Context: an optimization exercise on an open-source flow, tuned for small area. The choices shown serve that exercise and are no tape-out recipe. Only simulation tests tie the RTL to the original design; equivalence was not proved. No activity file was given, so power comes from the tool's default toggle rates.

**flow/run.sh**
```bash
#!/bin/bash
# The standard layout (standard.sh, unchanged synthesis) with two changes:
#  - the ports get the smallest buffer, sky130_fd_sc_hd__buf_1, instead of the one
#    buffer_ports picks by default;
#  - the clock tree uses clkbuf_4 in small clusters and no dummy loads.
# All tool output goes to standard.log here; ORFS keeps its per-step logs in orfs/logs.
set -euo pipefail
export BUFFER_PORTS_ARGS="-buffer_cell sky130_fd_sc_hd__buf_1"
export CTS_ARGS="-sink_clustering_enable -repair_clock_nets -dont_use_dummy_load -buf_list sky130_fd_sc_hd__clkbuf_4 -sink_clustering_size 10 -sink_clustering_max_diameter 50"
bash standard.sh > standard.log 2>&1
```
**standard.sh**
```bash
#!/bin/bash
# synth_recipe.tcl (not shown) runs the flow's synth.tcl, then flattens the netlist and writes it again
# the make line also repeats each setting of config.mk as NAME=value (left out here)
make -C /OpenROAD-flow-scripts/flow DESIGN_CONFIG=/design/flow/config.mk WORK_HOME=/design/flow/orfs CLKGATE_MAP_FILE= SYNTH_SCRIPT=/design/flow/synth_recipe.tcl "${@:-finish}"
```
**config.mk**
```make
export PLATFORM = sky130hd
export DESIGN_NAME = bmd_mem_access
export DESIGN_NICKNAME = bmd_mem_access
export VERILOG_FILES = /design/flow/design.v
export SDC_FILE = /design/flow/constraint.sdc
export NUM_CORES = 4
export LEC_CHECK = 0
export CAP_MARGIN = 0
export CORE_MARGIN = 2
export CORE_UTILIZATION = 40
export SLEW_MARGIN = 0
export SYNTH_HIERARCHICAL = 1
export SYNTH_MINIMUM_KEEP_SIZE = 0
```
**constraint.sdc**
```tcl
create_clock -name core_clock -period 7.0 [get_ports {clk}]
set_input_delay 1.4000 -clock core_clock [delete_from_list [all_inputs] [get_ports {clk}]]
set_output_delay 1.4000 -clock core_clock [all_outputs]
set_load 0.01 [all_outputs]
```
**design.v**
```verilog
package bmd_reg_pkg;
    typedef enum logic [7-1:0] {
        REG_DCSR         = 0,    
        REG_DDMACR       = 1,    
        REG_WDMA_ADDR    = 2,    
        REG_WDMA_LEN     = 3,
        REG_WDMA_COUNT   = 4,
        REG_WDMA_PATTERN = 5,
        REG_RDMA_ADDR    = 6,    
        REG_RDMA_LEN     = 7,
        REG_RDMA_COUNT   = 8
    } reg_addr_e;
    typedef logic [$clog2(32)-1:0] bit_pos_t;
    localparam bit_pos_t DCSR_INIT_RST = 0;      
    localparam bit_pos_t DCSR_VER_LSB  = 24;     
    localparam bit_pos_t DCSR_VER_MSB  = 31;
    localparam bit_pos_t DDMACR_MWR_START = 0;   
    localparam bit_pos_t DDMACR_MWR_DONE  = 8;   
    localparam bit_pos_t DDMACR_MRD_START = 16;  
    localparam bit_pos_t DDMACR_MRD_DONE  = 24;  
endpackage
package bmd_access_pkg;
    typedef logic [32-1:0] data_word_t;     
    typedef logic [4-1:0]   byte_en_t;       
    typedef logic [7-1:0] reg_addr_t;      
    localparam int BYTE_W = 8;
    typedef enum logic [1:0] {
        WR_IDLE,     
        WR_FETCH,    
        WR_MERGE     
    } wr_state_e;
endpackage
`timescale 1ns/100ps
module bmd_mem_access (
    input  logic        clk,
    input  logic        rst_n,
    input  logic        wr_valid_i,
    input  logic [6:0]  wr_addr_i,
    input  logic [3:0]  wr_be_i,
    input  logic [31:0] wr_data_i,
    output logic        wr_credit_o,
    input  logic [6:0]  rd_addr_i,
    input  logic [3:0]  rd_be_i,
    output logic [31:0] rd_data_o,
    input  logic        mwr_done_i,
    input  logic        mrd_done_i,
    output logic        init_rst_o,
    output logic        mwr_start_o,
    output logic [31:0] mwr_addr_o,
    output logic [31:0] mwr_len_o,
    output logic [31:0] mwr_count_o,
    output logic [31:0] mwr_data_o,
    output logic        mrd_start_o,
    output logic [31:0] mrd_addr_o,
    output logic [31:0] mrd_len_o,
    output logic [31:0] mrd_count_o
);
    logic ph0_q, ph1_q;
    logic two_q;         
    always_ff @(posedge clk) begin
        if (!rst_n) begin
            ph0_q <= 1'b0;
            ph1_q <= 1'b0;
            two_q <= 1'b0;
        end else begin
            ph0_q <= ph1_q ? (!ph0_q && (two_q || wr_valid_i)) : (ph0_q || wr_valid_i);
            ph1_q <= ph0_q;
            two_q <= ph0_q && (two_q || wr_valid_i);
        end
    end
    logic fetch, commit;
    assign fetch       = ph0_q && !ph1_q;
    assign commit      = ph1_q && !ph0_q;
    assign wr_credit_o = commit;
    logic       addr_hi;
    logic [3:0] in_code;
    logic [31:0] in_data;    
    assign addr_hi = |wr_addr_i[6:4];
    assign in_code = {wr_addr_i[3] | addr_hi, wr_addr_i[2:1], wr_addr_i[0] | addr_hi};
    assign in_data = {wr_data_i[7:0], wr_data_i[15:8], wr_data_i[23:16], wr_data_i[31:24]};
    logic [3:0]  a_code, b_code;
    logic [3:0]  a_be,   b_be;
    logic [31:0] a_data, b_data;
    always_ff @(posedge clk) begin
        if (wr_valid_i) begin
            b_code <= in_code;
            b_be   <= wr_be_i;
            b_data <= in_data;
        end
        if (fetch) begin
            a_code <= b_code;
            a_be   <= b_be;
            a_data <= b_data;
        end
    end
    logic hit_dcsr, hit_ddmacr;
    assign hit_dcsr   = commit && (a_code == 4'd0);
    assign hit_ddmacr = commit && (a_code == 4'd1);
    logic init_rst_q, init_rst_d;
    logic mwr_start_q, mwr_done_q, mrd_start_q, mrd_done_q;
    assign init_rst_d = (hit_dcsr && a_be[0]) ? a_data[0] : init_rst_q;
    always_ff @(posedge clk) begin
        if (!rst_n) begin
            init_rst_q  <= 1'b0;
            mwr_start_q <= 1'b0;
            mwr_done_q  <= 1'b0;
            mrd_start_q <= 1'b0;
            mrd_done_q  <= 1'b0;
        end else begin
            init_rst_q <= init_rst_d;
            if (init_rst_d) begin
                mwr_start_q <= 1'b0;
                mwr_done_q  <= 1'b0;
                mrd_start_q <= 1'b0;
                mrd_done_q  <= 1'b0;
            end else begin
                if (hit_ddmacr && a_be[0]) mwr_start_q <= a_data[0];
                if (hit_ddmacr && a_be[2]) mrd_start_q <= a_data[16];
                if (mwr_done_i) mwr_done_q <= 1'b1;
                if (mrd_done_i) mrd_done_q <= 1'b1;
            end
        end
    end
    logic [31:0] desc_q [2:8];
    logic [31:0] wdata;
    assign wdata = a_data & {32{rst_n}};
    for (genvar r = 2; r <= 8; r++) begin : g_desc
        for (genvar k = 0; k < 4; k++) begin : g_byte
            logic en;
            assign en = !rst_n || (commit && a_code == 4'(r) && a_be[k]);
            always_ff @(posedge clk) begin
                if (en) desc_q[r][8*k +: 8] <= wdata[8*k +: 8];
            end
        end
    end
    logic       rd_lo;
    logic [8:0] rd_hit;
    assign rd_lo = (rd_addr_i[6:4] == 3'd0);
    for (genvar r = 0; r <= 8; r++) begin : g_rdhit
        assign rd_hit[r] = rd_lo && (rd_addr_i[3:0] == 4'(r));
    end
    logic [31:0] ctl_sel, ctl_val;
    always_comb begin
        ctl_sel = '0;
        ctl_val = '0;
        ctl_sel[0]  = rd_hit[0] | rd_hit[1];
        ctl_val[0]  = rd_hit[0] ? init_rst_q : mwr_start_q;
        ctl_sel[8]  = rd_hit[1];
        ctl_val[8]  = mwr_done_q;
        ctl_sel[16] = rd_hit[1];
        ctl_val[16] = mrd_start_q;
        ctl_sel[24] = rd_hit[1];
        ctl_val[24] = mrd_done_q;
        ctl_sel[25] = rd_hit[0];
        ctl_val[25] = 1'b1;              
    end
    for (genvar b = 0; b < 32; b++) begin : g_rdbit
        logic n0, n1, n2;
        bmd_aoi222 u_a (.a0(rd_hit[2]), .b0(desc_q[2][b]), .a1(rd_hit[3]), .b1(desc_q[3][b]),
                        .a2(rd_hit[4]), .b2(desc_q[4][b]), .y(n0));
        bmd_aoi222 u_b (.a0(rd_hit[5]), .b0(desc_q[5][b]), .a1(rd_hit[6]), .b1(desc_q[6][b]),
                        .a2(rd_hit[7]), .b2(desc_q[7][b]), .y(n1));
        if (b == 0 || b == 8 || b == 16 || b == 24 || b == 25) begin : g_ctl
            bmd_aoi22 u_c (.a0(rd_hit[8]), .b0(desc_q[8][b]), .a1(ctl_sel[b]), .b1(ctl_val[b]), .y(n2));
        end else begin : g_noctl
            bmd_nand2 u_c (.a(rd_hit[8]), .b(desc_q[8][b]), .y(n2));
        end
        bmd_a31oi u_o (.a0(n0), .a1(n1), .a2(n2), .b(!rd_be_i[b / 8]), .y(rd_data_o[(3 - b / 8) * 8 + b % 8]));
    end
    assign init_rst_o  = init_rst_q;
    assign mwr_start_o = mwr_start_q;
    assign mrd_start_o = mrd_start_q;
    assign mwr_addr_o  = desc_q[2];
    assign mwr_len_o   = desc_q[3];
    assign mwr_count_o = desc_q[4];
    assign mwr_data_o  = desc_q[5];
    assign mrd_addr_o  = desc_q[6];
    assign mrd_len_o   = desc_q[7];
    assign mrd_count_o = desc_q[8];
endmodule
module bmd_aoi222 (
    input  logic a0, b0, a1, b1, a2, b2,
    output logic y
);
    assign y = !((a0 && b0) || (a1 && b1) || (a2 && b2));
endmodule
module bmd_aoi22 (
    input  logic a0, b0, a1, b1,
    output logic y
);
    assign y = !((a0 && b0) || (a1 && b1));
endmodule
module bmd_nand2 (
    input  logic a, b,
    output logic y
);
    assign y = !(a && b);
endmodule
module bmd_a31oi (
    input  logic a0, a1, a2, b,
    output logic y
);
    assign y = !((a0 && a1 && a2) || b);
endmodule
```
==> summary.txt, run 1 <==
Tmin final=5.13 ns; Worst slew margin=0.172; H-tree depth=2; via count=7,211; PwrDens=250 nW/um2; Max-Cap Viols=0; drt pass-1 iters=6; vias in the first global route=6,827; critical path data arrival time=3.73 ns; post-route cell area=13,200 um2; Num CTS Buffers=40; Setup TNS=0 ns; Worst Max-Slew Pin Slew=1.23 ns; final period utilization=0.732; post-route ant nets=0; Post-CTS Setup Inserts=0; Seq/Total Area, Yosys=0.837; Die ar.=29,100 um2; Yosys reg bits=312; post-route setup slack=1.87 ns; pins over their slew limit=0; Vias/cell=5.49; hold buffer count at cts=0; RSZ-0062 raised after global routing=false; Core Area=27,100 um2; clock slew at reported path FFs=0.10 ns; CTS tree=yes; DR DRC count=0; most frequent cells in the layout=316 x buf_1, 304 x edfxtp_1, 64 x a222oi_1; P_leak=4.12 nW; status=timing/DRC/antenna clean; mean post-synth cell area=19.3 um2; clock latency (worst-skew pair)=0.64 ns; most common cell after layout, fill and taps aside=buf_1; fin nets=997; Fin. Hold Viols=0; layout cells sized above 1=0.0780; hold slack=0.391 ns; P&R area growth vs syn=18.6%; Power Total=3.30 mW; most used cell, CP=buf_1; placed inst area=12,900 um2; CP Data Required Time=5.60 ns; worst-path fanout max=32; Setup WS pre-CTS=1.93 ns; Final Setup Violations=0; Buffers on Ports=318; Unique masters post-synth=34; Top delay family on crit path=simple AND/OR/NAND/NOR gates; gr usage total=0.210; total congestion overflow=0; RePlAce Congestion=0.810; Clock Path Buffers=3; row cnt=60; largest net degree at the start of global routing=65; first-pass GRT wire length=43,900 um; Critical Path Slowest Stage Cell=nor2_4; post-cts resize count=0; DR iter-0 viols=953; worst vdd ir=131 uV; Crit. End Element=primary output; crit-path cells=buf_1 > nor4b_1 > nand2_1 > nor2_4 > a222oi_1 > a31oi_1 > buf_1; hpwl dp=20,100 um; post-synthesis cell count=576; Buf/Inv on CP=2; Fin Clk Skew=0.0718 ns; Die Span Y=171 um; CP peak stage delay=0.89 ns; Mapped Area=11,100 um2; max frequency=0.195 GHz; min-delay worst type=flop to flop; IO Pins=319; syn nets=635; initial antenna violation count=5; Synth Warn #=9; clock tree root buffer cell=clkbuf_4; per-cell routed wire length=24.5 um; Initial Util=0.410; type of the worst setup path=input pin to primary output; clock sink count=312; WL final=32,200 um; Die W=171 um; CP startpoint kind=input pin
-- where the power goes --
group / total [mW] / switching [mW] / internal (mW)
sequential: 2.26 / 0.0631 / 2.19
combinational: 0.233 / 0.174 / 0.0588
clock: 0.809 / 0.545 / 0.264
-- cell usage after synthesis, drive strengths merged --
cell type	number	area share
a211oi	2	0.0014
a21oi	1	0.00045
a222oi	64	0.058
a22oi	5	0.0056
a31oi	33	0.019
and2	33	0.019
and4bb	1	0.0011
buf	1	0.0010
clkbuf	9	0.0030
conb	1	0.00034
dfxtp	8	0.014
edfxtp	304	0.82
inv	10	0.0034
mux2	1	0.0010
nand2	34	0.011
nand2b	1	0.00056
nand3	2	0.00090
nand3b	2	0.0014
nand4	2	0.0011
nand4b	1	0.00079
nor2	6	0.0020
nor2b	4	0.0023
nor3	7	0.0032
nor4	3	0.0030
nor4b	3	0.0029
o21a	3	0.0020
o21ai	30	0.014
o41ai	1	0.0025
or4	3	0.0024
or4b	1	0.0012
-- modules after synthesis (local to each module, per instance) --
module,times used,flops+latches
bmd_nand2,27,0
bmd_aoi222,64,0
bmd_a31oi,32,0
bmd_aoi22,5,0
bmd_mem_access,1,312
-- registers in the layout, indices dropped and copies added (netlist names), 4 cells and up --
name,cells
a_be,4
a_code,4
a_data,32
b_be,4
b_code,4
b_data,32
desc_q,224
-- metal layers --
metal | vias to the layer above | global-route usage | share of wire
met5 | - | 0 | 0
met4 | 0 | 0.0803 | 0.032
met3 | 73 | 0.0437 | 0.080
met2 | 405 | 0.339 | 0.48
met1 | 3555 | 0.282 | 0.41
li1 | 3178 | - | -
-- per-stage QoR --
step,utilization,instances
finish,0.486,1313
global route,0.486,1313
CTS,0.486,1308
detailed placement,0.475,1268
global placement,0.475,1268
floorplan,-,576
-- layout make-up --
class,count,area [um2]
well taps,372,465
repair buffers,330,1290
inverters,10,37.5
flip-flops and latches,312,9290
multi-input cells,244,1780
fillers,2361,13900
clock buffers,40,300
diodes,5,12.5
-- worst reg2reg max path, stage by stage (launching register included) --
cell and delay (ns):
edfxtp_1 0.46, nor4b_2 0.54, nand3_1 0.33, o21ai_1 1.01
-- path summary, 6_finish.rpt --
path                        startpoint                       to  slack (ns)  cells past startpoint
setup / recovery          rd_addr_i[5]             rd_data_o[0]        1.87                      7
hold / removal    b_data[25]$_DFFE_PP_     a_data[25]$_DFFE_PP_        0.39                      0
setup reg to reg   a_code[3]$_DFFE_PP_  desc_q[3][20]$_DFFE_PP_        4.25                      3
hold reg to reg   b_data[25]$_DFFE_PP_     a_data[25]$_DFFE_PP_        0.39                      0
-- kinds of logic (layout without fill, tap and decap cells) --
| logic type | after synthesis | count (layout) | share of synthesized area |
|---|---|---|---|
| flops | 312 | 312 | 0.837 |
| compound gates | 139 | 139 | 0.102 |
| simple gates | 103 | 103 | 0.0530 |
| buf+inv | 20 | 380 | 0.00744 |
| other cells | 1 | 6 | 0.000338 |
| mux | 1 | 1 | 0.00101 |
==> run 2, diff against run 1 <==
--- a/config.mk
+++ b/config.mk
@@ -9,3 +9,3 @@
 export CORE_MARGIN = 2
-export CORE_UTILIZATION = 40
+export CORE_UTILIZATION = 50
 export SLEW_MARGIN = 0
==> run 2 against run 1 <==
Compared with the run above: wire length shrank 4.2%; global-route usage grew 4.8 points; via count grew 2.2%; maximum frequency grew 0.75%; combinational power is essentially flat; count of clock-buffer cells in the layout shrank 3; synthesized area is the same; critical path depth is the same; cell count shrank 7.5%; largest cell class unchanged.
==> summary.txt, run 2 <==
clock share of power=0.237 (was 0.245); pins over their slew limit=0 (unchanged); post-route ant nets=0 (unchanged); post-synthesis async set-or-reset flop share=0 (unchanged); clock slew at reported path FFs=0.11 ns (was 0.10 ns); fin nets=993 (was 997); mean post-synth cell area=19.3 um2 (unchanged); hold slack=0.392 ns (was 0.391 ns); Die ar.=23,400 um2 (was 29,100 um2); Initial Util=0.509 (was 0.410); Top Registers=desc_q x224, a_data x32, b_data x32 (unchanged); via count=7,368 (was 7,211); GR Layer Usage met3=0.0663 (was 0.0437); clock latency (worst-skew pair)=0.63 ns (was 0.64 ns); sequential share of power=0.693 (was 0.684); P&R area growth vs syn=17.3% (was 18.6%); drt pass-1 iters=9 (was 6); fillers=1,744 (was 2,361); Crit. End Element=primary output (unchanged); Tmin final=5.09 ns (was 5.13 ns); DR DRC count=0 (unchanged); reg-to-reg endpoint=desc_q[3][28]$_DFFE_PP_ (was desc_q[3][20]$_DFFE_PP_); post-synthesis cell count=576 (unchanged); Synth top cells by count=304 x edfxtp_1, 64 x a222oi_1, 34 x nand2_1 (unchanged); Final Setup Violations=0 (unchanged); DR iter-0 viols=974 (was 953); total congestion overflow=0 (unchanged); WL final=30,900 um (was 32,200 um); Sw Share=0.234 (was 0.237); top-count cell post-synth=edfxtp_1 (unchanged); Core Area=21,800 um2 (was 27,100 um2); worst vdd ir=152 uV (was 131 uV); worst reg2reg startpoint=a_code[3]$_DFFE_PP_ (unchanged); post-cts resize count=0 (unchanged); max frequency=0.197 GHz (was 0.195 GHz); Seq/Total Area, Yosys=0.837 (unchanged); Buffers on Ports=318 (unchanged); row cnt=54 (was 60); grt peak-use layer=met2 (unchanged); Largest Register=desc_q (unchanged); max reg flops=224 (unchanged); Post-CTS Setup Inserts=0 (unchanged); Top FF cell, synth=edfxtp_1 (unchanged); per-cell routed wire length=25.4 um (was 24.5 um); IO Pins=319 (unchanged); Reg2Reg Setup Slack=4.41 ns (was 4.25 ns); gr usage total=0.258 (was 0.210); Pint=2.50 mW (was 2.52 mW); Synth Warn #=9 (unchanged); Logic pwr share=0.071 (about the same); Vias/cell=6.06 (was 5.49); worst-path fanout max=32 (unchanged); met2 Usage GRT=0.438 (was 0.339); clock sink count=312 (unchanged); RePlAce Congestion=0.826 (was 0.810); Post-synth EDFFs=304 (unchanged); Worst Max-Slew Pin Slew=1.16 ns (was 1.23 ns); min-delay worst type=flop to flop (unchanged); Reg2Reg Depth=3 (unchanged); Fin Clk Skew=0.0469 ns (was 0.0718 ns); syn nets=635 (unchanged); dominant cell type by area after synthesis=edfxtp_1 (unchanged); P_leak=4.10 nW (was 4.12 nW); initial antenna violation count=1 (was 5); Clock Path Buffers=3 (unchanged); hpwl dp=20,000 um (was 20,100 um); Setup TNS=0 ns (unchanged); GR Layer Usage met1=0.324 (was 0.282); Psw=761 uW (was 781 uW); crit path to=rd_data_o[0] (unchanged); PwrDens=250 nW/um2 (about the same); CP startpoint kind=input pin (unchanged); first-pass GRT wire length=45,400 um (was 43,900 um); RSZ-0062 raised after global routing=false (unchanged); top-area cell type share of the netlist area=0.822 (unchanged); Fin. Hold Viols=0 (unchanged); CP Data Required Time=5.60 ns (about the same); CP startpoint=rd_addr_i[5] (unchanged); layout cells sized above 1=0.0751 (was 0.0780); status=timing/DRC/antenna clean (unchanged); H-tree depth=2 (unchanged); Num CTS Buffers=37 (was 40); Die W=153 um (was 171 um); Max-Cap Viols=0 (unchanged); type of the worst setup path=input pin to primary output (unchanged); CTS tree=yes (unchanged); most frequent cells in the layout=316 x buf_1, 304 x edfxtp_1, 64 x a222oi_1 (unchanged); hold buffer count at cts=0 (unchanged); vias in the first global route=7,554 (was 6,827); synth top area cells=edfxtp_1 82%, a222oi_1 5.8%, a31oi_1 1.9%, and2_1 1.9%, dfxtp_1 1.4% (unchanged); Unique masters post-synth=34 (unchanged); Yosys reg bits=312 (unchanged); most common cell after layout, fill and taps aside=buf_1 (unchanged); final period utilization=0.727 (was 0.732); critical path data arrival time=3.69 ns (was 3.73 ns); Mapped Area=11,100 um2 (unchanged); largest net degree at the start of global routing=65 (unchanged); Die Span Y=153 um (was 171 um); Worst slew margin=0.223 (was 0.172); clock tree root buffer cell=clkbuf_4 (unchanged)
run 2: metrics by stage:
| step | power (mW) | setup slack (ns) | cell area [um2] | instances | util |
|---|---|---|---|---|---|
| 4_1_cts | 3.28 | 1.99 | 13000 | 1212 | 0.597 |
| 3_5_place_dp | 2.53 | 2.00 | 12700 | 1175 | 0.584 |
| 6_report | 3.26 | 1.91 | 13000 | 1215 | 0.597 |
| 2_1_floorplan | 2.39 | 0.124 | 11100 | 576 | - |
| 3_3_place_gp | 2.52 | 2.06 | 12700 | 1175 | 0.584 |
| 5_1_grt | 3.38 | 1.78 | 13000 | 1213 | 0.597 |
run 2: cell families (layout without fill, tap and decap cells):
kind of cell | count (synthesis) | count (layout) | share of synthesized area
compound gates | 139 | 139 | 0.102
buf+inv | 20 | 376 | 0.00744
flops | 312 | 312 | 0.837
mux | 1 | 1 | 0.00101
other cells | 1 | 4 | 0.000338
simple gates | 103 | 103 | 0.0530
run 2: critical path, stage by stage:
cell	delay, ns
buf_1	0.08
nor4b_1	0.39
nand2_1	0.19
nor2_4	0.87
a222oi_1	0.21
a31oi_1	0.34
buf_1	0.19
run 2: layout make-up:
type,instances,area [um2],share of cell area
sequential,312,9290,0.713
multi-input combinational,244,1790,0.137
timing repair buffer,329,1280,0.0981
tap,280,350,0.0269
clock buffer,37,278,0.0213
inverter,10,37.5,0.00288
antenna,3,7.51,0.000576
run 2: worst min path at each step:
stage	startpoint	end	slack, ns	cells past startpoint
finish	b_data[15]$_DFFE_PP_	a_data[15]$_DFFE_PP_	0.39	0
detailed placement	b_code[1]$_DFFE_PP_	a_code[1]$_DFFE_PP_	0.40	0
CTS	b_data[15]$_DFFE_PP_	a_data[15]$_DFFE_PP_	0.40	0
floorplan	b_be[0]$_DFFE_PP_	a_be[0]$_DFFE_PP_	0.40	0
global placement	b_data[26]$_DFFE_PP_	a_data[26]$_DFFE_PP_	0.40	0
global route	b_data[15]$_DFFE_PP_	a_data[15]$_DFFE_PP_	0.39	0
run 2: per-layer routing:
metal,wire length [um],part of all wire
met1,11400,0.37
met4,772,0.025
met5,0,0
met3,3230,0.10
met2,15500,0.50
run 2: per-module statistics from Yosys (local to each module, per instance):
| module | cells inside | area, um2 |
|---|---|---|
| bmd_mem_access | 448 | 10100 |
| bmd_a31oi | 1 | 6.26 |
| bmd_aoi22 | 1 | 12.5 |
| bmd_nand2 | 1 | 3.75 |
| bmd_aoi222 | 1 | 10.0 |
run 2: power groups by stage:
| stage | Sequential (mW) | Clock [mW] | Combinational, mW |
|---|---|---|---|
| 2_1_floorplan | 2.32 | 0 | 0.0683 |
| 3_3_place_gp | 2.29 | 0 | 0.228 |
| 3_5_place_dp | 2.30 | 0 | 0.232 |
| 4_1_cts | 2.26 | 0.796 | 0.233 |
| 5_1_grt | 2.27 | 0.860 | 0.250 |
| 6_report | 2.26 | 0.771 | 0.230 |
==> run 3, diff against run 2 <==
--- a/flow/run.sh
+++ b/flow/run.sh
@@ -8,3 +8,3 @@
 export BUFFER_PORTS_ARGS="-buffer_cell sky130_fd_sc_hd__buf_1"
-export CTS_ARGS="-sink_clustering_enable -repair_clock_nets -dont_use_dummy_load -buf_list sky130_fd_sc_hd__clkbuf_4 -sink_clustering_size 10 -sink_clustering_max_diameter 50"
+export CTS_ARGS="-sink_clustering_enable -repair_clock_nets -dont_use_dummy_load -buf_list sky130_fd_sc_hd__clkbuf_4 -sink_clustering_size 11 -sink_clustering_max_diameter 60"
 bash standard.sh > standard.log 2>&1
==> run 3 against run 2 <==
Compared with the run above: maximum frequency shrank 0.56%; sequential power hardly changed; synthesized cell count unchanged; largest power group unchanged; critical path type unchanged; power is 1.0% lower; still clean.
==> summary.txt, run 3 <==
Reg2Reg Depth=3 (unchanged); dominant cell type by area after synthesis=edfxtp_1 (unchanged); max frequency=0.195 GHz (was 0.197 GHz); CP startpoint=rd_addr_i[5] (unchanged); Post-synth EDFFs=304 (unchanged); row cnt=54 (unchanged); PwrDens=248 nW/um2 (was 250 nW/um2); met3 wire len=3030 um (was 3230 um); RSZ-0062 raised after global routing=false (unchanged); worst vdd ir=140 uV (was 152 uV); Sw Share=0.232 (was 0.234); vias in the first global route=7,520 (was 7,554); clock latency (worst-skew pair)=0.62 ns (was 0.63 ns); crit path to=rd_data_o[0] (unchanged); Top Registers=desc_q x224, a_data x32, b_data x32 (unchanged); Synth Warn #=9 (unchanged); met2 wire len=15,600 um (was 15,500 um); Synth top cells by count=304 x edfxtp_1, 64 x a222oi_1, 34 x nand2_1 (unchanged); first-pass GRT wire length=45,200 um (was 45,400 um); gr usage total=0.257 (was 0.258); mean post-synth cell area=19.3 um2 (unchanged); post-synthesis async set-or-reset flop share=0 (unchanged); Core Area=21,800 um2 (unchanged); type of the worst setup path=input pin to primary output (unchanged); Psw=748 uW (was 761 uW); clock share of power=0.229 (was 0.237); Tmin final=5.12 ns (was 5.09 ns); H-tree depth=2 (unchanged); Top FF cell, synth=edfxtp_1 (unchanged); Die W=153 um (unchanged); Die ar.=23,400 um2 (unchanged); post-cts resize count=0 (unchanged); Final Setup Violations=0 (unchanged); Max-Cap Viols=0 (unchanged); Logic pwr share=0.071 (about the same); met1 WL=11,300 um (was 11,400 um); sequential share of power=0.700 (was 0.693); reg-to-reg endpoint=desc_q[3][28]$_DFFE_PP_ (unchanged); CTS tree=yes (unchanged); DR iter-0 viols=937 (was 974); Unique masters post-synth=34 (unchanged); CP startpoint kind=input pin (unchanged); post-route ant nets=0 (unchanged); top sig layer=met4 (unchanged); Post-CTS Setup Inserts=0 (unchanged); clock tree root buffer cell=clkbuf_4 (unchanged); Vias/cell=6.00 (was 6.06); worst reg2reg startpoint=a_code[3]$_DFFE_PP_ (unchanged); final period utilization=0.731 (was 0.727); Yosys reg bits=312 (unchanged); Post-Layout Cell Count=1,213 (was 1,215); CP Data Required Time=5.60 ns (about the same); Buffers on Ports=318 (unchanged); Num CTS Buffers=34 (was 37); Setup TNS=0 ns (unchanged); hpwl dp=20,000 um (unchanged); Seq/Total Area, Yosys=0.837 (unchanged); Fin Clk Skew=0.0332 ns (was 0.0469 ns); P_leak=4.09 nW (was 4.10 nW); max reg flops=224 (unchanged); clock sink count=312 (unchanged); min-delay worst type=flop to flop (unchanged); Pint=2.48 mW (was 2.50 mW); via count=7,274 (was 7,368); layout cells sized above 1=0.0721 (was 0.0751); worst-path fanout max=32 (unchanged); hold slack=0.422 ns (was 0.392 ns); critical path data arrival time=3.72 ns (was 3.69 ns); post-synthesis cell count=576 (unchanged); total congestion overflow=0 (unchanged); Reg2Reg Setup Slack=4.37 ns (was 4.41 ns); top-count cell post-synth=edfxtp_1 (unchanged); placed cell count=1,175 (unchanged); Crit. End Element=primary output (unchanged); syn nets=635 (unchanged); Die Span Y=153 um (unchanged); synth top area cells=edfxtp_1 82%, a222oi_1 5.8%, a31oi_1 1.9%, and2_1 1.9%, dfxtp_1 1.4% (unchanged); DR DRC count=0 (unchanged); Largest Register=desc_q (unchanged); most common cell after layout, fill and taps aside=buf_1 (unchanged); Mapped Area=11,100 um2 (unchanged); RePlAce Congestion=0.826 (unchanged); largest net degree at the start of global routing=65 (unchanged); pins over their slew limit=0 (unchanged); initial antenna violation count=1 (unchanged); Worst slew margin=0.205 (was 0.223); per-cell routed wire length=25.3 um (was 25.4 um); Fin. Hold Viols=0 (unchanged); fin nets=990 (was 993); WL final=30,700 um (was 30,900 um); Worst Max-Slew Pin Slew=1.18 ns (was 1.16 ns); Initial Util=0.509 (unchanged); drt pass-1 iters=9 (unchanged); top-area cell type share of the netlist area=0.822 (unchanged); IO Pins=319 (unchanged); status=timing/DRC/antenna clean (unchanged); Clock Path Buffers=3 (unchanged); hold buffer count at cts=0 (unchanged); P&R area growth vs syn=17.1% (was 17.3%); clock slew at reported path FFs=0.11 ns (about the same); most frequent cells in the layout=316 x buf_1, 304 x edfxtp_1, 64 x a222oi_1 (unchanged)
-- run 3: cell types whose count changed in the layout (fill, tap and decap cells not counted), sizes merged --
cell,before,now
clkbuf,39,36
diode,3,4
-- run 3: how the worst min path moves through the flow --
stage / from / endpoint / slack, ns / cells past startpoint
after global routing: b_data[2]$_DFFE_PP_ / a_data[2]$_DFFE_PP_ / 0.44 / 0
after global placement: b_data[26]$_DFFE_PP_ / a_data[26]$_DFFE_PP_ / 0.40 / 0
after CTS: b_be[3]$_DFFE_PP_ / a_be[3]$_DFFE_PP_ / 0.42 / 0
after floorplan: b_be[0]$_DFFE_PP_ / a_be[0]$_DFFE_PP_ / 0.40 / 0
final: b_data[3]$_DFFE_PP_ / a_data[3]$_DFFE_PP_ / 0.42 / 0
after detailed placement: b_code[1]$_DFFE_PP_ / a_code[1]$_DFFE_PP_ / 0.40 / 0
-- run 3: cell families after synthesis --
family / synth area share
flops: 0.837
compound gates: 0.102
simple gates: 0.0530
buf+inv: 0.00744
mux: 0.00101
other cells: 0.000338
-- run 3: area by class of cell --
cell class / count / area [um2]
Multi-Input combinational cell: 244 / 1790
Sequential cell: 312 / 9290
Fill cell: 1758 / 8810
Inverter: 10 / 37.5
Antenna cell: 4 / 10.0
Clock buffer: 34 / 255
Tap cell: 280 / 350
Timing Repair Buffer: 329 / 1280
-- run 3: critical path, cell delays in order --
cell and delay (ns):
buf_1 0.08, nor4b_1 0.39, nand2_1 0.19, nor2_4 0.90, a222oi_1 0.21, a31oi_1 0.34
buf_1 0.19
-- run 3: metrics by stage --
step                      utilization  area (um2)  total power [mW]  setup slack (ns)
after CTS                       0.596       13000              3.25              1.99
final                           0.596       13000              3.23              1.88
after global placement          0.584       12700              2.52              2.06
after global routing            0.596       13000              3.35              1.78
after detailed placement        0.584       12700              2.53              2.00
after floorplan                     -       11100              2.39             0.124
-- run 3: modules after synthesis (local to each module, per instance) --
module | area [um2] | copies in the design
bmd_a31oi | 6.26 | 32
bmd_nand2 | 3.75 | 27
bmd_aoi22 | 12.5 | 5
bmd_mem_access | 10100 | 1
bmd_aoi222 | 10.0 | 64
-- run 3: per-layer routing --
layer,GRT usage,vias to the layer above
met5,0,-
met4,0.0904,0
met3,0.0683,59
met2,0.435,475
met1,0.323,3571
li1,-,3169
-- run 3: power groups by stage --
stage	clock, mW	sequential (mW)	combinational, mW
2_1_floorplan	0	2.32	0.0683
3_3_place_gp	0	2.29	0.228
3_5_place_dp	0	2.30	0.232
4_1_cts	0.762	2.26	0.233
5_1_grt	0.828	2.27	0.249
6_report	0.739	2.26	0.229
==> run 4, diff against run 3 <==
--- a/flow/run.sh
+++ b/flow/run.sh
@@ -4,3 +4,3 @@
 #    buffer_ports picks by default;
-#  - the clock tree uses clkbuf_4 in small clusters and no dummy loads.
+#  - the clock tree uses clkbuf_4 in small clusters (at most 11 sinks within 60 um) and no dummy loads.
 # All tool output goes to standard.log here; ORFS keeps its per-step logs in orfs/logs.
==> run 4 against run 3 <==
Compared with the run above: sequential share of layout area unchanged; flip-flop and latch count stayed put; largest cell class unchanged; register-to-register slack is essentially flat; sequential power barely moved; via count is the same; critical path type unchanged; clock skew unchanged; core utilization is the same; setup slack is the same; power unchanged; still clean on timing, DRC and antenna; critical endpoint unchanged; synthesized cell count unchanged; count of clock-buffer cells in the layout is the same; hold slack unchanged.
==> summary.txt, run 4 <==
top-area cell type share of the netlist area=0.822 (unchanged); gr usage total=0.257 (unchanged); Unique masters post-synth=34 (unchanged); synth top area cells=edfxtp_1 82%, a222oi_1 5.8%, a31oi_1 1.9%, and2_1 1.9%, dfxtp_1 1.4% (unchanged); mean post-synth cell area=19.3 um2 (unchanged); Crit. End Element=primary output (unchanged); Synth top cells by count=304 x edfxtp_1, 64 x a222oi_1, 34 x nand2_1 (unchanged); post-route ant nets=0 (unchanged); dominant cell type by area after synthesis=edfxtp_1 (unchanged); worst-path fanout max=32 (unchanged); Max-Cap Viols=0 (unchanged); crit-path cells=buf_1 > nor4b_1 > nand2_1 > nor2_4 > a222oi_1 > a31oi_1 > buf_1 (unchanged); worst vdd ir=140 uV (unchanged); min-delay worst type=flop to flop (unchanged); post-cts resize count=0 (unchanged); max frequency=0.195 GHz (unchanged); clock slew at reported path FFs=0.11 ns (about the same); clock latency (worst-skew pair)=0.62 ns (about the same); CP Data Required Time=5.60 ns (about the same); clock tree root buffer cell=clkbuf_4 (unchanged); syn nets=635 (unchanged); fin nets=990 (unchanged); drt pass-1 iters=9 (unchanged); final period utilization=0.731 (unchanged); Num CTS Buffers=34 (unchanged); hpwl dp=20,000 um (unchanged); fillers=1,758 (unchanged); top-count cell post-synth=edfxtp_1 (unchanged); Die Span Y=153 um (unchanged); CP startpoint kind=input pin (unchanged); status=timing/DRC/antenna clean (unchanged); RSZ-0062 raised after global routing=false (unchanged); Vias/cell=6.00 (unchanged); clock sink count=312 (unchanged); post-synthesis cell count=576 (unchanged); CTS tree=yes (unchanged); critical path data arrival time=3.72 ns (about the same); row cnt=54 (unchanged); WL final=30,700 um (unchanged); Synth Warn #=9 (unchanged); DR DRC count=0 (unchanged); layout cells sized above 1=0.0721 (unchanged); type of the worst setup path=input pin to primary output (unchanged); Tmin final=5.12 ns (unchanged); Final Setup Violations=0 (unchanged); Core Area=21,800 um2 (unchanged); Top FF cell, synth=edfxtp_1 (unchanged); post-synthesis async set-or-reset flop share=0 (unchanged); Die W=153 um (unchanged); DR iter-0 viols=937 (unchanged); RePlAce Congestion=0.826 (unchanged); H-tree depth=2 (unchanged); Mapped Area=11,100 um2 (unchanged); via count=7,274 (unchanged); CP peak stage delay=0.90 ns (about the same); Worst Max-Slew Pin Slew=1.18 ns (unchanged); max reg flops=224 (unchanged); Fin Clk Skew=0.0332 ns (unchanged); Fin. Hold Viols=0 (unchanged); per-cell routed wire length=25.3 um (unchanged); Yosys reg bits=312 (unchanged); Critical Path Slowest Stage Cell=nor2_4 (unchanged); total congestion overflow=0 (unchanged); Clock Path Buffers=3 (unchanged); Top Registers=desc_q x224, a_data x32, b_data x32 (unchanged); IO Pins=319 (unchanged); largest net degree at the start of global routing=65 (unchanged); P_leak=4.09 nW (unchanged); Buffers on Ports=318 (unchanged); most used cell, CP=buf_1 (unchanged); Power Total=3.23 mW (unchanged); pins over their slew limit=0 (unchanged); Post-CTS Setup Inserts=0 (unchanged); initial antenna violation count=1 (unchanged); PwrDens=248 nW/um2 (unchanged); Setup TNS=0 ns (unchanged); most frequent cells in the layout=316 x buf_1, 304 x edfxtp_1, 64 x a222oi_1 (unchanged); vias in the first global route=7,520 (unchanged); Initial Util=0.509 (unchanged); Seq/Total Area, Yosys=0.837 (unchanged); Largest Register=desc_q (unchanged); most common cell after layout, fill and taps aside=buf_1 (unchanged); Die ar.=23,400 um2 (unchanged); Post-synth EDFFs=304 (unchanged); first-pass GRT wire length=45,200 um (unchanged); hold buffer count at cts=0 (unchanged); Worst slew margin=0.205 (unchanged); P&R area growth vs syn=17.1% (unchanged)
## run 4: logic make-up after synthesis
kind of cell	share of synthesized area
AOI/OAI and AO/OA	0.102
and+or+nand+nor	0.0530
buffers and inverters	0.00744
DFF	0.837
other	0.000338
muxes	0.00101
## run 4: Yosys stat by module (local to each module, per instance)
module | times used | cells | flip-flops and latches
bmd_a31oi | 32 | 1 | 0
bmd_aoi22 | 5 | 1 | 0
bmd_aoi222 | 64 | 1 | 0
bmd_mem_access | 1 | 448 | 312
bmd_nand2 | 27 | 1 | 0
## run 4: through the flow
step,instance area (um2),hold WS [ns],util,std cells,setup WS [ns]
finish,13000,0.422,0.596,1213,1.88
global route,13000,0.436,0.596,1210,1.78
CTS,13000,0.422,0.596,1209,1.99
detailed placement,12700,0.405,0.584,1175,2.00
global placement,12700,0.400,0.584,1175,2.06
floorplan,11100,0.400,-,576,0.124
## run 4: area by class of cell
type,count,area (um2),area share
Antenna cell,4,10.0,0.000769
Clock buffer,34,255,0.0196
Inverter,10,37.5,0.00289
Multi-Input combinational cell,244,1790,0.137
Sequential cell,312,9290,0.714
Tap cell,280,350,0.0269
Timing Repair Buffer,329,1280,0.0983
## run 4: path summary, 6_finish.rpt
check	start	slack (ns)	end	depth (start not counted)
hold / removal	b_data[3]$_DFFE_PP_	0.42	a_data[3]$_DFFE_PP_	0
setup / recovery	rd_addr_i[5]	1.88	rd_data_o[0]	7
hold reg to reg	b_data[3]$_DFFE_PP_	0.42	a_data[3]$_DFFE_PP_	0
setup reg to reg	a_code[3]$_DFFE_PP_	4.37	desc_q[3][28]$_DFFE_PP_	3
## run 4: critical path, delay by kind of cell
| family | cells | cell delay (ns) |
|---|---|---|
| AOI/OAI and AO/OA | 2 | 0.55 |
| buffers and inverters | 2 | 0.27 |
| and+or+nand+nor | 3 | 1.48 |
## run 4: routing by layer
metal,vias up,GRT usage,wire length [um]
met5,-,0,0
met1,3571,0.323,11300
li1,3169,-,-
met2,475,0.435,15600
met4,0,0.0904,748
met3,59,0.0683,3030
## run 4: where the power goes
part / internal, mW / total [mW] / switching, mW
logic: 0.0579 / 0.229 / 0.172
clock network: 0.226 / 0.739 / 0.513
registers: 2.19 / 2.26 / 0.0634
total: 2.48 / 3.23 / 0.748

[static timing again, ports no longer ideal]
No port has a modelled driver above. Below, the same layouts with a new extraction and two added sets of constraints.
Step 1: set_driving_cell puts a clkbuf_16 on clk and a buf_2 on each other input, an assumption about the parent block.
Step 2 moves the port delays by t, midway between the first and last clock arrival at a register: inputs arrive t later, outputs are due t later. That takes back most of the time a late clock gives input paths.
Three values: ideal ports, drivers, drivers and shift; two values: the first two.
run	t (ns)	slack for setup (ns)	hold slack, ns	worst register clock-pin slew, ns	worst data-port slew with drivers (ns)
run 1	0.643	1.874 / 1.852 / 1.852	0.391 / 0.391 / 0.391	0.11 / 0.11	0.09
run 2	0.646	1.912 / 1.887 / 1.887	0.392 / 0.392 / 0.392	0.11 / 0.11	0.07
run 3	0.647	1.883 / 1.859 / 1.859	0.422 / 0.422 / 0.422	0.12 / 0.12	0.07
run 4	0.647	1.883 / 1.859 / 1.859	0.422 / 0.422 / 0.422	0.12 / 0.12	0.07
After both steps every run listed still meets setup and hold. For run 2, which loses most, drivers alone change the setup slack by -0.025 ns; drivers and shift together by -0.025 ns.
